Background: an optimization exercise with open tools, aiming at small area. Do not read the settings as production practice.
Only simulation tests tie the RTL to the original design; equivalence was not proved.

== run D ==
==> flow/design.v <==
`default_nettype none
package interp_cmd_pkg;
    typedef enum logic [8-1:0] {
        OP_ADD_ACC      = 8'h41,  
        OP_SET_END      = 8'h44,  
        OP_WRITE_CLK    = 8'h43,  
        OP_READ_ACC_POS = 8'h47,  
        OP_READ_MEM     = 8'h4C,  
        OP_RESET_CORE   = 8'h52,  
        OP_STOP_CLK     = 8'h53,  
        OP_SET_TIMEOUT  = 8'h54,  
        OP_LOAD_UPPER   = 8'h55,  
        OP_WRITE_MEM    = 8'h57,  
        OP_GET_ACC      = 8'h61,  
        OP_LOAD_LOWER   = 8'h6C,  
        OP_PING         = 8'h70,  
        OP_RESUME_CLK   = 8'h72,  
        OP_UNTIL        = 8'h75   
    } opcode_t;
    typedef logic [24-1:0] arg_t;
    typedef enum logic [1:0] {
        ACC_NONE,
        ACC_LOAD_UPPER,
        ACC_LOAD_LOWER,
        ACC_ADD
    } acc_op_t;
    typedef enum logic [2:0] {
        CORE_NONE,
        CORE_WRITE_CLK,
        CORE_STOP_CLK,
        CORE_RESUME_CLK,
        CORE_RESET,
        CORE_SET_TIMEOUT,
        CORE_SET_END,
        CORE_UNTIL
    } core_cmd_t;
endpackage
`default_nettype wire
`default_nettype none
package interp_bus_pkg;
    typedef logic [31:0] word_t;
    typedef logic [31:0] addr_t;
    typedef logic [63:0] acc_t;
    typedef logic [31:0] cycles_t;
endpackage
`default_nettype wire
`default_nettype none
module debug_interpreter (
    input  wire          clk,
    input  wire          reset,
    input  wire          uart_rx_empty,
    input  wire          uart_read_response,
    input  wire [31:0]   uart_read_data,
    output logic         uart_read,
    input  wire          uart_write_response,
    output logic         uart_write,
    output logic [31:0]  uart_write_data,
    input  wire          finish_execution,
    output logic         core_clk_enable,
    output logic         core_reset,
    output logic         write_pulse,
    output logic [31:0]  num_of_cycles_to_pulse,
    output logic         reset_bus,
    output logic         memory_mux_selector,
    output logic [31:0]  end_position,
    output logic         memory_read,
    output logic         memory_write,
    output logic [31:0]  address,
    output logic [31:0]  write_data,
    input  wire  [31:0]  read_data
);
    localparam logic [4:0]
        S_IDLE   = 5'd0,
        S_FETCH  = 5'd1,
        S_DECODE = 5'd2,
        S_POST   = 5'd3,    
        S_DWAIT  = 5'd4,
        S_FDATA  = 5'd5,
        S_W1     = 5'd6,    
        S_MEM1   = 5'd7,
        S_MEM2   = 5'd8,    
        S_MEM3   = 5'd9,    
        S_MEM4   = 5'd10,
        S_TX0    = 5'd11,
        S_TX1    = 5'd12,   
        S_TXW    = 5'd13,
        S_TXD    = 5'd14,
        S_CSTART = 5'd15,
        S_RST    = 5'd16,
        S_RDONE  = 5'd17,
        S_EN     = 5'd18,
        S_RUN    = 5'd19,
        S_UDONE  = 5'd20;
    logic [4:0]  st;
    logic [31:0] cw;
    logic [31:0] wc;
    logic [31:0] acc;
    logic [23:0] timeout;
    logic [23:0] endp;
    logic        rep;       
    logic        wp;
    logic        mw;
    logic        rb;
    logic        clk_en;
    logic        msel;
    logic        rst_q;     
    wire [7:0]  op  = cw[7:0];
    wire [23:0] arg = cw[31:8];
    wire op_p = op == 8'h70;
    wire op_a = op == 8'h61;
    wire op_U = op == 8'h55;
    wire op_l = op == 8'h6C;
    wire op_A = op == 8'h41;
    wire op_W = op == 8'h57;
    wire op_L = op == 8'h4C;
    wire op_G = op == 8'h47;
    wire op_C = op == 8'h43;
    wire op_S = op == 8'h53;
    wire op_r = op == 8'h72;
    wire op_T = op == 8'h54;
    wire op_D = op == 8'h44;
    wire op_R = op == 8'h52;
    wire op_u = op == 8'h75;
    wire in_dec  = st == S_DECODE;
    wire in_post = st == S_POST;
    wire in_cnt  = st == S_RST || st == S_RUN;
    wire in_clr  = st == S_CSTART || st == S_EN;
    wire in_rd   = st == S_MEM3;
    wire a_hi   = in_dec && (op_A || op_l || op_a || op_G);
    wire a_lo   = in_dec && (op_A || op_U || op_a || op_G);
    wire b_slo  = (in_dec && (op_A || op_l || op_T)) || (in_post && op_D);
    wire b_shi  = (in_dec && (op_A || op_T)) || (in_post && op_D);
    wire b_addr = in_dec && (op_L || op_G || op_W);
    wire b_up   = in_dec && op_U;
    wire a_wc   = !rst_q && !(in_dec && (op_U || op_l || op_A || op_T || op_a || op_L || op_G || op_W))
                  && !(in_post && op_D) && !in_clr && !in_rd;
    wire [31:0] a_op = ({32{a_wc}} & wc)
                     | ({{24{a_hi}}, {8{a_lo}}} & acc);
    wire [31:0] b_op = ({{24{b_shi}}, {8{b_slo}}} & {{8{arg[23]}}, arg})
                     | ({32{b_addr}} & {6'b0, arg, 2'b00})
                     | ({32{b_up}} & {arg, 8'b0})
                     | ({32{in_rd}} & read_data)
                     | {30'b0, in_cnt && !(st == S_RUN && run_end), in_clr};
    wire [31:0] sum = a_op + b_op;
    wire run_end = finish_execution || (wc[24:1] == timeout);
    wire ld_acc  = rst_q || (in_dec && (op_U || op_l || op_A));
    wire ld_tmo  = rst_q || (in_dec && op_T);
    wire ld_end  = reset || (in_post && op_D);
    always_ff @(posedge clk) begin
        if (ld_acc) acc     <= sum;
        if (ld_tmo) timeout <= sum[23:0];
        if (ld_end) endp    <= reset ? 24'd0 : sum[23:0];
        rst_q <= reset;
        wc <= sum;
    end
    always_ff @(posedge clk) begin
        wp <= 1'b0;
        mw <= 1'b0;
        rb <= 1'b0;
        if (reset) begin
            st      <= S_IDLE;
            rep     <= 1'b0;
            clk_en  <= 1'b0;
            msel    <= 1'b0;
            rb      <= 1'b1;
        end else begin
            case (st)
                S_IDLE:  if (!uart_rx_empty) st <= S_FETCH;
                S_FETCH: if (uart_read_response) begin
                    cw <= uart_read_data;
                    st <= S_DECODE;
                end
                S_DECODE: begin
                    st <= S_IDLE;
                    if (op_p || op_a) st <= S_TX0;
                    if (op_W) st <= S_DWAIT;
                    if (op_L || op_G) st <= S_MEM1;
                    if (op_C || op_S || op_r || op_D) st <= S_POST;
                    if (op_R || op_u) st <= S_CSTART;
                end
                S_POST, S_W1: begin
                    st <= uart_rx_empty ? S_IDLE : S_FETCH;
                    if (st == S_W1) mw <= 1'b1;
                    else begin
                        if (op_C) begin
                            clk_en <= 1'b1;
                            wp     <= 1'b1;
                        end
                        if (op_S) clk_en <= 1'b0;
                        if (op_r) clk_en <= 1'b1;
                    end
                end
                S_DWAIT: if (!uart_rx_empty) st <= S_FDATA;
                S_FDATA: if (uart_read_response) begin
                    cw <= uart_read_data;
                    st <= S_W1;
                end
                S_MEM1: st <= S_MEM2;
                S_MEM2: st <= S_MEM3;
                S_MEM3: st <= S_MEM4;
                S_MEM4: st <= S_TX0;
                S_TX0:  st <= S_TX1;
                S_TX1, S_TXW: st <= uart_write_response ? S_TXD : S_TXW;
                S_TXD: begin
                    rep <= 1'b0;
                    st  <= rep ? S_TX0 : S_IDLE;
                end
                S_CSTART: begin
                    msel   <= op_u;
                    rb     <= op_u;
                    clk_en <= 1'b1;
                    wp     <= 1'b1;
                    st     <= S_RST;
                end
                S_RST: begin
                    if (wc[5:1] == 5'd20) begin
                        clk_en <= 1'b0;
                        st     <= msel ? S_EN : S_RDONE;
                    end
                end
                S_RDONE: st <= S_IDLE;
                S_EN: begin
                    clk_en <= 1'b1;
                    wp     <= 1'b1;
                    st     <= S_RUN;
                end
                S_RUN: begin
                    if (run_end) begin
                        clk_en <= 1'b0;
                        msel   <= 1'b0;
                        rb     <= 1'b1;
                        st     <= S_UDONE;
                    end
                end
                S_UDONE: begin
                    rep <= 1'b1;
                    st  <= S_TX0;
                end
                default: st <= S_IDLE;
            endcase
        end
    end
    assign uart_read           = (st == S_FETCH) || (st == S_FDATA);
    assign uart_write          = (st == S_TX1);
    assign uart_write_data     = op_p ? 32'h7700006A : rep ? 32'h6C75636B : wc;
    assign core_clk_enable     = clk_en;
    assign core_reset          = (st == S_RST) || (st == S_RDONE) || (st == S_EN);
    assign write_pulse         = wp;
    assign num_of_cycles_to_pulse = (st == S_RST) ? {24'd0, 8'd20}
                                  : (st == S_RUN) ? {8'd0, timeout}
                                  : {8'd0, arg};
    assign reset_bus           = rb;
    assign memory_mux_selector = msel;
    assign end_position        = {6'd0, endp, 2'b00};
    assign memory_read         = (st == S_MEM2);
    assign memory_write        = mw;
    assign address             = wc;
    assign write_data          = cw;
endmodule
`default_nettype wire
clock: 5.0 ns
lec_check: 0
cap_margin: 20
core_margin: 2
core_utilization: 40
gpl_timing_driven: 0
slew_margin: 20
standard.sh (not shown) runs the stock make flow with config.mk's settings and CLKGATE_MAP_FILE= SYNTH_SCRIPT=/design/flow/synth_recipe.tcl, a recipe that flattens the netlist after the stock synthesis.
==> flow/flow/run.sh <==
#!/bin/bash
# Own flow: the standard layout (standard.sh, unchanged synthesis) with a few
# ORFS options set through the environment:
#  - port buffers: every input and output port still gets its own buffer, but the
#    smallest one (buf_1) instead of the default clkdlybuf4s50_1;
#  - the buffers ABC inserted during synthesis are removed at floorplan (placement is
#    not timing driven, so nothing else removes them); repair then adds what timing needs;
#  - clock tree: clkbuf_8 buffers and no dummy loads.
# ORFS writes each tool's full log under orfs/logs; make's own output goes to standard.log.
set -euo pipefail
export BUFFER_PORTS_ARGS="-buffer_cell sky130_fd_sc_hd__buf_1"
export REMOVE_ABC_BUFFERS=1
export CTS_ARGS="-sink_clustering_enable -repair_clock_nets -dont_use_dummy_load -buf_list sky130_fd_sc_hd__clkbuf_8"
bash standard.sh > standard.log 2>&1
Run D reached the end of the flow, and the finished layout is clean on the timing, design-rule and antenna checks.
Relative to run D, the following input files were edited for run E:
diff --git a/flow/design.v b/flow/design.v
--- a/flow/design.v
+++ b/flow/design.v
@@ -103,8 +103,9 @@
     logic        rb;
     logic        clk_en;
     logic        msel;
     logic        rst_q;     
+    logic        x_A, x_U, x_l, x_T, x_a, x_G, x_LW;
     wire [7:0]  op  = cw[7:0];
     wire [23:0] arg = cw[31:8];
     wire op_p = op == 8'h70;
     wire op_a = op == 8'h61;
@@ -125,16 +126,24 @@
     wire in_post = st == S_POST;
     wire in_cnt  = st == S_RST || st == S_RUN;
     wire in_clr  = st == S_CSTART || st == S_EN;
     wire in_rd   = st == S_MEM3;
-    wire a_hi   = in_dec && (op_A || op_l || op_a || op_G);
-    wire a_lo   = in_dec && (op_A || op_U || op_a || op_G);
-    wire b_slo  = (in_dec && (op_A || op_l || op_T)) || (in_post && op_D);
-    wire b_shi  = (in_dec && (op_A || op_T)) || (in_post && op_D);
-    wire b_addr = in_dec && (op_L || op_G || op_W);
-    wire b_up   = in_dec && op_U;
-    wire a_wc   = !rst_q && !(in_dec && (op_U || op_l || op_A || op_T || op_a || op_L || op_G || op_W))
-                  && !(in_post && op_D) && !in_clr && !in_rd;
+    always_ff @(posedge clk) begin
+        x_A  <= !reset && in_dec && op_A;
+        x_U  <= !reset && in_dec && op_U;
+        x_l  <= !reset && in_dec && op_l;
+        x_T  <= !reset && in_dec && op_T;
+        x_a  <= !reset && in_dec && op_a;
+        x_G  <= !reset && in_dec && op_G;
+        x_LW <= !reset && in_dec && (op_L || op_W);
+    end
+    wire a_hi   = x_A || x_l || x_a || x_G;
+    wire a_lo   = x_A || x_U || x_a || x_G;
+    wire b_slo  = x_A || x_l || x_T;
+    wire b_shi  = x_A || x_T;
+    wire b_addr = x_G || x_LW;
+    wire b_up   = x_U;
+    wire a_wc   = !rst_q && !(x_A || x_U || x_l || x_T || x_a || x_G || x_LW) && !in_clr && !in_rd;
     wire [31:0] a_op = ({32{a_wc}} & wc)
                      | ({{24{a_hi}}, {8{a_lo}}} & acc);
     wire [31:0] b_op = ({{24{b_shi}}, {8{b_slo}}} & {{8{arg[23]}}, arg})
                      | ({32{b_addr}} & {6'b0, arg, 2'b00})
@@ -142,15 +151,15 @@
                      | ({32{in_rd}} & read_data)
                      | {30'b0, in_cnt && !(st == S_RUN && run_end), in_clr};
     wire [31:0] sum = a_op + b_op;
     wire run_end = finish_execution || (wc[24:1] == timeout);
-    wire ld_acc  = rst_q || (in_dec && (op_U || op_l || op_A));
-    wire ld_tmo  = rst_q || (in_dec && op_T);
+    wire ld_acc  = rst_q || x_U || x_l || x_A;
+    wire ld_tmo  = rst_q || x_T;
     wire ld_end  = reset || (in_post && op_D);
     always_ff @(posedge clk) begin
         if (ld_acc) acc     <= sum;
         if (ld_tmo) timeout <= sum[23:0];
-        if (ld_end) endp    <= reset ? 24'd0 : sum[23:0];
+        if (ld_end) endp    <= reset ? 24'd0 : arg;
         rst_q <= reset;
         wc <= sum;
     end
     always_ff @(posedge clk) begin
## What came out
Global-route wire length before repair on run E is ahead of run D.
Compared with run D, in run E non-clock buffer contribution to total cell area has decreased; non-clock buffer count has decreased; detailed-routed wire length on met2 has decreased; combined global-route utilization of all metal layers has decreased.
The cell at the slowest stage of the critical path comes out sky130_fd_sc_hd__dfxtp_2 in one run and sky130_fd_sc_hd__dfxtp_1 in the other, namely in run D and run E respectively.
Delta (run E minus run D): number of sequential cells higher, effective utilization at floorplan stayed essentially flat, transition at the pin with the smallest max-transition slack has remained practically unchanged.
Between run D and run E, the flow reports design area decreasing by a few percent.
Comparing run D with run E, the die footprint came out essentially unchanged.

## afterwards: timing with drivers on the ports
In the flow no input, the clock included, has a driving cell. The finished layouts below were timed again as built, in two steps. Step 1: set_driving_cell puts a clkbuf_16 on clk and a buf_2 on each other input, an assumption about the parent block. Step 2, shift: input delay + t, output delay - t, t = (earliest + latest rising clock arrival at the registers) / 2. This alone moves slack from input paths to output paths. Three values: ideal, step 1, step 2; two values: the first two.
run	t (ns)	slack for setup (ns)	worst setup path at the end	worst register clock-pin slew, ns
run D	0.479	0.183 / 0.183 / 0.183	register to register	0.10 / 0.10
run E	0.488	0.406 / 0.406 / 0.406	register to register	0.09 / 0.09
After both steps setup and hold are still met in every run listed.
